Background: an optimization exercise with open tools, aiming at small area, a short achievable clock period and few clock cycles per item. Do not read the settings as production practice. The RTL was checked by simulation tests, not by an equivalence proof against the original design. Power is estimated from default activity; no workload was simulated.

==> flow/design.v, too long to show whole: its modules and the start of the top module <==
// module vsp_add: 27 lines
// module vsp_step: 10 lines
// module vsp_srt: 22 lines
// module vsp_csa: 12 lines
// module vertex_sphere_projection: 2149 lines
module vertex_sphere_projection #(
    parameter int COORD_BITS = vsp_pkg::COORD_BITS_DEF
) (
    input  logic                                   i_clk,
    input  logic                                   i_rst_n,
    input  logic                                   i_cfg_we,
    input  logic [vsp_pkg::RADIUS_BITS-1:0]        i_cfg_wdata,
    input  logic                                   i_s_tvalid,
    output logic                                   o_s_tready,
    input  logic [((3*COORD_BITS+7)/8)*8-1:0]      i_s_tdata,
    output logic                                   o_m_tvalid,
    input  logic                                   i_m_tready,
    output logic [vsp_pkg::OUT_DATA_BITS-1:0]      o_m_tdata,
    output logic [0:0]                             o_m_tuser
);
  // ...
==> flow/run.sh <==
#!/bin/bash
# synth_recipe.tcl (not shown) runs the flow's synth.tcl, then flattens the netlist and writes it again
# the make line also repeats each setting of config.mk as NAME=value (left out here)
make -C /OpenROAD-flow-scripts/flow DESIGN_CONFIG=/design/flow/config.mk WORK_HOME=/design/flow/orfs CLKGATE_MAP_FILE= SYNTH_SCRIPT=/design/flow/synth_recipe.tcl finish
==> flow/config.mk <==
export PLATFORM = sky130hd
export DESIGN_NAME = vertex_sphere_projection
export DESIGN_NICKNAME = vertex_sphere_projection
export VERILOG_FILES = /design/flow/design.v
export SDC_FILE = /design/flow/constraint.sdc
export NUM_CORES = 4
export LEC_CHECK = 0
export CAP_MARGIN = 20
export CORE_MARGIN = 2
export CORE_UTILIZATION = 45
export SETUP_SLACK_MARGIN = 5
export SLEW_MARGIN = 20
==> flow/constraint.sdc <==
create_clock -name core_clock -period 10.0 [get_ports {i_clk}]
set_input_delay 2.0000 -clock core_clock [delete_from_list [all_inputs] [get_ports {i_clk}]]
set_output_delay 2.0000 -clock core_clock [all_outputs]
set_load 0.01 [all_outputs]
==> results.yml, run 1 <==
synthesis:
  synth_simple_gate_area_share_pct: 8.41
  postSynthCellCount: 32800
  syn_area_um2: 366000
  synthXorXnorAreaFrac_pct: 4.72
  yosys.area.top_type: "edfxtp_1"
  synth_compound_area_share_pct: 13.7
setup_path:
  cp.depth: 13
  crit_top_cell: "o21a_1"
  worstSetupStartpointType: "register"
  r2r_cells: 13
  worstPathArrival_ps: 5860
  r2r-end: "s26_q2[0]$_DFFE_PP_"
sta:
  fmax_ghz: 0.196
  finalMaxSlewViolations: 0
  setup_tns_ps: 0
power_and_ir_drop:
  p_clk_uw: 21200
  clkPwrFrac_pct: 15.1
  power_uw: 140000
  p_comb_share_pct: 58.1
  power.leakage_uw: 0.170
  pwr-share-seq_pct: 26.8
  switchingPower_uw: 63200
clock_tree:
  clock-sinks: 4821
  cts_buffer_depth: 4
  cts_root_buffer: "clkbuf_16"
  ctsHoldBuffers: 0
drt:
  drtPass1Iterations: 6
  highest_layer: "met5"
  avgRoutedWirePerCell_um: 26.0
  drc: 0
  wl_met1_um: 443000
placed_design:
  dp_hpwl_um: 897000
  gp_congestion: 0.997
  place_inst: 43100
grt:
  grt_util_met1_pct: 32.3
  grt_usage_pct: 27.2
finish:
  clock_area_share_pct: 4.73
  multi_input_area_share_pct: 51.4
  final_common_cell: "edfxtp_1"
  top_area_cell_class: "multi-input combinational cells"
floorplanning:
  dieArea_um2: 821000
  taps: 10800
min_path:
  whs_path_depth: 0
status:
  status: "timing/DRC/antenna clean"
Testbench counts, summed over its fixed seeds: cycles 2,272, items 2,048.
==> inputs of run 2 (changes only) <==
--- a/flow/config.mk
+++ b/flow/config.mk
@@ -9,3 +9,3 @@
 export CORE_MARGIN = 2
-export CORE_UTILIZATION = 45
+export CORE_UTILIZATION = 55
 export SETUP_SLACK_MARGIN = 5
==> run 2 against run 1 <==
  * Count of clock-buffer cells in the layout shrank 47
  * Power grew 1.1%
  * Global-route usage grew 6.2 points
  * Combinational power grew 2.5%
  * Non-clock buffer count grew 5
  * Sequential share of layout area grew 0.24 points
  * Register-to-register slack gained 100 ps
  * Clock power shrank 2%
  * Core utilization grew 11 points
  * Critical path type unchanged
  * Largest cell class unchanged
  * Highest routed layer unchanged
==> results.yml, run 2 <==
status:
  status: "timing/DRC/antenna clean"
clock_tree:
  cts_tree: "done"
  cts_made_buffers: 551
  cts_buffer_depth: 4
  h-tree-depth: 6
  ctsHoldBuffers: 0
  clk_latency_ps: 1130
  cts_root_buffer: "clkbuf_16"
  clkTransAtPathRegs_ps: 60
  clock-sinks: 4821
sta:
  fmax_ghz: 0.200
  hold_viol: 0
  setup_viol: 0
  finalMaxSlewViolations: 0
  rsz0062_at_grt: "true"
  tightest_slew_ps: 1260
  slew_headroom_pct: 15.4
  finalCriticalPeriod_ps: 4990
  finClkSkew_ps: 91.4
  worst_slack_ps: 5010
  fin_crit_sh_pct: 49.9
  whs_ps: 367
  setup_tns_ps: 0
power_and_ir_drop:
  p_sw_share_pct: 45.6
  pwr-share-seq_pct: 26.4
  power.leakage_uw: 0.169
  switchingPower_uw: 64700
  p_int_uw: 77100
  p_per_area_nw_per_um2: 354
  ir_drop_uv: 411
  p_comb_share_pct: 58.9
  clkPwrFrac_pct: 14.6
grt:
  grt_usage_pct: 33.4
  antenna_found_initial: 87
  grtUsageMet2_pct: 56.1
  grt_pass1_wl_um: 1680000
  grt-busiest-layer: "met2"
  grt_pass1_vias: 259000
  grt_util_met1_pct: 39.6
  grt_overflow: 0
  met3_usage_pct: 6.52
  grt_max_degree: 187
setup_path:
  critPathKind: "register to register"
  crit_chain: "inv_1, ha_1, nand2b_1, a21oi_1, o21ai_0, a31oi_1, buf_4, o211ai_1, a21oi_1, o31a_1, nor2_1, o21a_1, buf_4, o21ai_0, mux2i_1"
  worstPathArrival_ps: 5840
  r2r_cells: 15
  worstSetupStartpointType: "register"
  worst-r2r-setup-slack_ps: 5010
  timing.critical_path.from: "s23_L3[1]$_DFFE_PP_"
  worstReg2RegStart: "s23_L3[1]$_DFFE_PP_"
  critPathSlowestCell: "o21ai_0"
  end_kind: "register"
  max_stage_delay_ps: 660
  r2r-end: "s24_dr1[0]$_DFFE_PP_"
  cp_data_required_time_ps: 10850
  endpoint: "s24_dr1[0]$_DFFE_PP_"
  cp_max_fo: 21
floorplanning:
  fp.dieH_um: 820
  die_w_um: 820
  core_area_um2: 663000
  dieArea_um2: 672000
  start_util_pct: 55.2
  ios: 184
  num_rows: 299
synthesis:
  ys.flop_type: "edfxtp_1"
  synthTopCellsByArea: "edfxtp_1 (39%), ha_1 (14%), fa_1 (12%)"
  ys.warnings.count: 43
  synth_edf_count: 4741
  yosysUniqueCellTypes: 105
  yosys.area.top_type: "edfxtp_1"
  synth_compound_area_share_pct: 13.7
  postSynthCellCount: 32800
  synthXorXnorAreaFrac_pct: 4.72
  synthAdderAreaFrac_pct: 25.5
  synth_mux_area_share_pct: 3.80
  seq_area_frac_synth_pct: 39.3
  syn_area_um2: 366000
  synth-seq-cells: 4821
  synth_simple_gate_area_share_pct: 8.41
  synthTopCellsByCount: "edfxtp_1 (4741), ha_1 (3983), inv_1 (3175)"
  avgSynthCellArea_um2: 11.2
  async_flop_share_pct: 0
  synth.top_cell.area_share_pct: 38.9
  yosys.cell_count.top_type: "edfxtp_1"
  synth_top_family_by_area: "adder cells"
finish:
  instances_no_fill: 42400
  areaGrowthSynthToFinish_pct: 9.29
  nets: 39200
  drive_gt1_share_pct: 8.12
  final_common_cell: "edfxtp_1"
  fin_util_pct: 60.4
  top_regs: "r_h x76, r_k x76"
  final_cell_mix: "edfxtp_1 (4741), ha_1 (3975), inv_1 (3152)"
min_path:
  whs_path_depth: 0
  hold_path_class: "register to register"
drt:
  avgRoutedWirePerCell_um: 27.0
  drc: 0
  routed_via_density: 6.10
  drtIter0Drc: 21500
  wl_um: 1150000
  ant_nets: 0
  vias: 259000
  drtPass1Iterations: 7
placed_design:
  post-place-ws_ps: 4080
  place_inst: 41200
  port_buffers: 178
  dp_hpwl_um: 892000
  gp_congestion: 0.984
flow_run:
  drv_cap: 0
run 2: layout make-up:
cell class | instances | area (um^2)
well taps | 8879 | 11100
repair inverters | 1 | 7.51
clock inverters | 365 | 4490
flip-flops and latches | 4821 | 144000
fillers | 54100 | 263000
diodes | 119 | 298
repair buffers | 794 | 6960
clock buffers | 629 | 14100
inverters | 3186 | 12000
multi-input cells | 23600 | 207000
run 2: power groups by stage:
stage               clock network, uW  logic, uW  registers [uW]
floorplan                           0      56900           35700
global placement                    0      80100           37900
detailed placement                  0      81400           37900
CTS                             21200      82500           37500
global route                    21900      92300           37900
finish                          20800      83500           37500
run 2: metrics by stage:
| step | area [um^2] | total power, uW |
|---|---|---|
| after global routing | 400000 | 152000 |
| final | 400000 | 142000 |
| after detailed placement | 379000 | 119000 |
| after CTS | 399000 | 141000 |
| after floorplan | 366000 | 92700 |
| after global placement | 379000 | 118000 |
run 2: worst min path at each step:
| stage | from | slack (ps) | end |
|---|---|---|---|
| after floorplan | r_radius[0]$_SDFFE_PN0P_ | 350 | r_radius3[0]$_DFF_P_ |
| after global placement | s10_x1[10]$_DFFE_PP_ | 400 | s11_x1[10]$_DFFE_PP_ |
| after detailed placement | s9_S[0]$_DFFE_PP_ | 400 | s10_S[0]$_DFFE_PP_ |
| after CTS | s14_dl0[15]$_DFFE_PP_ | 360 | s15_dl0[15]$_DFFE_PP_ |
| after global routing | s13_dl1[13]$_DFFE_PP_ | 350 | s14_dl1[13]$_DFFE_PP_ |
| final | s13_dl1[13]$_DFFE_PP_ | 370 | s14_dl1[13]$_DFFE_PP_ |
run 2: cell families (layout without fill, tap and decap cells):
kind of cell / count (synthesis) / count (layout)
AO/OA/AOI/OAI: 7618 / 7619
AND/OR/NAND/NOR: 6580 / 6580
adder cells (fa/ha/maj): 6154 / 6154
flip-flops: 4821 / 4821
buffers and inverters: 4359 / 4975
XOR/XNOR: 1975 / 1975
multiplexers: 1291 / 1291
other: 1 / 124
run 2: repair_timing:
action / CTS / global route
gates cloned: 2 / 0
resized for setup: 114 / 105
setup buffers: 44 / 77
pin swaps: 4 / 10
setup endpoints to repair: 566 / 502
run 2: worst max-delay path, delay by kind of cell (launching register included):
kind | cells | cell delay (ps)
compound gates | 8 | 2430
fa+ha+maj | 1 | 320
buf+inv | 3 | 760
flops | 1 | 570
mux | 1 | 180
simple gates | 2 | 430
run 2: per-layer routing:
layer / part of all wire (%) / up-vias
met3: 6.9 / 2831
met2: 48 / 9379
met1: 38 / 128000
li1: - / 119000
met5: 0.044 / -
met4: 7.5 / 56

-- separate check: timing with driven ports --
In the flow no input, the clock included, has a driving cell. The finished layouts below were timed again as built, in two steps. Step 1 sets driving cells, clkbuf_16 on the clock port and buf_2 on the other inputs (assumed; they add their load-dependent delay and slew). Step 2 times the ports against the registers' clock, not the clock port: input delays grow and output delays shrink by t, the midpoint of the rising clock arrivals with the driver on. a / b / c = ideal / step 1 / step 2; a / b = the first two.
run | shift t [ns] | slack for setup (ns) | worst setup path after step 2 | latest minus earliest clock arrival (ns) | worst data-port slew with drivers (ns)
run 1 | 1.267 | 4.904 / 4.904 / 4.904 | register to register | 0.119 / 0.119 | 0.14
run 2 | 1.246 | 5.005 / 5.005 / 5.005 | register to register | 0.117 / 0.117 | 0.15
After both steps setup and hold are still met in every run listed.
